This is an optimization exercise on Yosys and OpenROAD, whose aim is small area, a short achievable clock period and few clock cycles, not a production implementation.
RTL that was checked went through simulation tests only; none was proved equivalent to the original.
Power is estimated from default activity; no workload was simulated.

==> flow/design.v (excerpt) <==
module conv3x3_mac #(
   parameter bit RELU = 1'b0
) (
   input  logic         i_clk,
   input  logic         i_rstn,
   input  logic [9:0]   i_num_ci,
   input  logic         i_valid,
   output logic         o_ready,
   input  logic [143:0] i_window,
   input  logic [143:0] i_weight,
   input  logic [15:0]  i_bias,
   output logic         o_valid,
   input  logic         i_ready,
   output logic [15:0]  o_data
);
For scale: ~7,000 cells after synthesis, about 1,100 flip-flops, ~340 I/O pins.
export LEC_CHECK = 0
export ABC_AREA = 1
export CAP_MARGIN = 20
export CORE_MARGIN = 2
export CORE_UTILIZATION = 40
export CTS_CLUSTER_DIAMETER = 60
export CTS_CLUSTER_SIZE = 30
export SETUP_SLACK_MARGIN = 4.6
export SLEW_MARGIN = 20
export SYNTH_HIERARCHICAL = 1
export SYNTH_MINIMUM_KEEP_SIZE = 0
create_clock -name core_clock -period 8.0 [get_ports {i_clk}]
standard.sh (not shown) runs the stock make flow with config.mk's settings and CLKGATE_MAP_FILE= SYNTH_SCRIPT=/design/flow/synth_recipe.tcl, a recipe that flattens the netlist after the stock synthesis.
==> flow/flow/run.sh <==
#!/bin/bash
# The standard layout (the standard.sh, standard synthesis unchanged), except that the
# buffers every input and output port gets are plain buf_1 cells instead of the delay-buffer
# cell buffer_ports picks by default; repair_timing still resizes them where timing needs it.
set -euo pipefail
export BUFFER_PORTS_ARGS="-buffer_cell sky130_fd_sc_hd__buf_1"
bash standard.sh finish > standard.log 2>&1
The starting point completed with no timing, DRC or antenna violations.
Edit:
--- a/flow/design.v
+++ b/flow/design.v
@@ -11,28 +11,18 @@
    input  logic a,
    input  logic b,
    input  logic c,
    output logic s,
    output logic co
 );
    assign s  = a ^ b ^ c;
    assign co = (a & b) | (a & c) | (b & c);
 endmodule
-module booth_sel (
-   input  logic x1,
-   input  logic x0,
-   input  logic one,
-   input  logic two,
-   input  logic neg,
-   output logic p
-);
-   assign p = neg ^ ((one & x1) | (two & x0));
-endmodule
 module conv3x3_mac #(
    parameter bit RELU = 1'b0
 ) (
    input  logic         i_clk,
    input  logic         i_rstn,
    input  logic [9:0]   i_num_ci,
    input  logic         i_valid,
    output logic         o_ready,
    input  logic [143:0] i_window,
@@ -43,36 +33,30 @@
    output logic [15:0]  o_data
 );
    logic       rdy_r, first_r, accept, last;
    logic [9:0] cnt;
    logic [2:0] pend;
    logic       rd, qwr;
    assign o_ready = rdy_r;
    assign accept  = i_valid & rdy_r;
    assign last    = first_r ? (i_num_ci[9:1] == 9'd0) : (cnt == 10'd1);
-   logic [2:0] pend_inc, pend_acc;
-   logic       rdy_if_rd, rdy_if_nrd;
-   assign pend_inc   = pend + {2'b0, accept & last};
-   assign pend_acc   = pend + {2'b0, accept};
-   assign rdy_if_rd  = pend_acc <= 3'd4;
-   assign rdy_if_nrd = pend_acc < 3'd4;
    always_ff @(posedge i_clk) begin
       if (!i_rstn) begin
          first_r <= 1'b1;
          pend    <= 3'd0;
          rdy_r   <= 1'b1;
       end else begin
          if (accept) begin
             first_r <= last;
             cnt     <= (first_r ? i_num_ci : cnt) - 10'd1;
          end
-         pend  <= rd ? pend_inc - 3'd1 : pend_inc;
-         rdy_r <= rd ? rdy_if_rd : rdy_if_nrd;
+         pend  <= pend + {2'b0, accept & last} - {2'b0, rd};
+         rdy_r <= (pend + {2'b0, accept} - {2'b0, rd}) < 3'd4;
       end
    end
    logic [143:0] xr;
    logic [71:0] b1r, b2r, bnr, b1d, b2d, bnd;
    always_comb begin
       for (int k = 0; k < 9; k++) begin
          for (int j = 0; j < 8; j++) begin
             logic w2, w1, w0;
             w2 = i_weight[16*k+2*j+1];
@@ -7997,55 +7981,36 @@
       if (v_t) begin
          acc_s <= acc_s_d;
          acc_c <= acc_c_d;
       end
       if (!i_rstn) res_r <= 1'b0;
       else res_r <= v_t & l_t;
    end
    logic [44:0] sum;
    logic [15:0] res;
-   logic [44:0] pg_g, pg_p, cg, cp;
-   always_comb begin
-      pg_g = acc_s & acc_c;
-      pg_p = acc_s ^ acc_c;
-      cg = pg_g;
-      cp = pg_p;
-      for (int d = 1; d < 45; d = d * 2)
-         for (int i = 2 * d - 1; i < 45; i = i + 2 * d) begin
-            cg[i] = cg[i] | (cp[i] & cg[i - d]);
-            cp[i] = cp[i] & cp[i - d];
-         end
-      for (int d = 16; d >= 1; d = d / 2)
-         for (int i = 3 * d - 1; i < 45; i = i + 2 * d) begin
-            cg[i] = cg[i] | (cp[i] & cg[i - d]);
-            cp[i] = cp[i] & cp[i - d];
-         end
-      sum = pg_p ^ {cg[43:0], 1'b0};
-   end
+   assign sum = acc_s + acc_c;
    always_comb begin
       if (&sum[44:23] || ~|sum[44:23]) res = sum[23:8];
       else res = sum[44] ? 16'h8000 : 16'h7FFF;
       if (RELU && res[15]) res = 16'h0000;
    end
    assign qwr = res_r;
-   logic [15:0] q [4], q_rd [4], q_nrd [4];
-   logic [2:0]  qn, qn_w;
+   logic [15:0] q [4];
+   logic [2:0]  qn;
    assign rd = o_valid & i_ready;
    assign o_data = q[0];
    always_ff @(posedge i_clk) begin
       if (!i_rstn) begin
          qn      <= 3'd0;
          o_valid <= 1'b0;
       end else begin
-         qn      <= rd ? qn_w - 3'd1 : qn_w;
-         o_valid <= rd ? (qn_w != 3'd1) : (qn_w != 3'd0);
+         qn      <= qn + {2'b0, qwr} - {2'b0, rd};
+         o_valid <= (qn + {2'b0, qwr} - {2'b0, rd}) != 3'd0;
       end
-      for (int i = 0; i < 4; i++) q[i] <= rd ? q_rd[i] : q_nrd[i];
-   end
-   assign qn_w = qn + {2'b0, qwr};
-   always_comb begin
       for (int i = 0; i < 4; i++) begin
-         q_nrd[i] = (qwr && qn == 3'(i)) ? res : q[i];
-         q_rd[i]  = (qwr && qn == 3'(i + 1)) ? res : q[(i + 1) % 4];
+         if (rd) begin
+            if (qwr && qn == 3'(i + 1)) q[i] <= res;
+            else if (i + 1 < 4) q[i] <= q[(i + 1) % 4];
+         end else if (qwr && qn == 3'(i)) q[i] <= res;
       end
    end
 endmodule
Cell area rose by 2.8%.
Via count rose by 2.5%.
Register-to-register slack is better by 0.55 ns.
Sequential cell count is unchanged.
Worst hold slack improves by 0.021 ns.
Cell count is higher by 6.3%.
Non-clock buffer count is lower by 9.
Wire length rises by 4.8%.
Area after synthesis rises by 2.8%.
Count of clock-buffer cells in the layout is higher by 1.
Total power is higher by 2.3%.
Testbench counts after the change, summed over its fixed seeds: cycles 45,039.
Only the layout flow was run in the first run of this note; the RTL was not checked for function there.

==> what the ideal ports hide <==
Ports are ideal in the flow. The routed layouts listed here were re-timed in OpenROAD.
Step 1: set_driving_cell puts a clkbuf_16 on i_clk and a buf_2 on each other input, an assumption about the parent block.
Step 2 adds t to the input delays and takes it off the output delays; t is the mean of the earliest and latest rising clock arrival at the registers after step 1. Input paths then give back, and output paths get back, about the clock's delay inside the block.
a / b / c = ideal / step 1 / step 2; a / b = the first two.
run | shift t [ns] | setup WS [ns] | pins driven straight from the clock port
the first run | 0.849 | 3.994 / 3.994 / 3.994 | 1
the second run | 0.855 | 4.547 / 4.547 / 3.994 | 1
After both steps setup and hold are still met in every run listed. The setup slack of the second run, which loses most, moves by 0.000 ns with the drivers and by -0.553 ns with both steps.
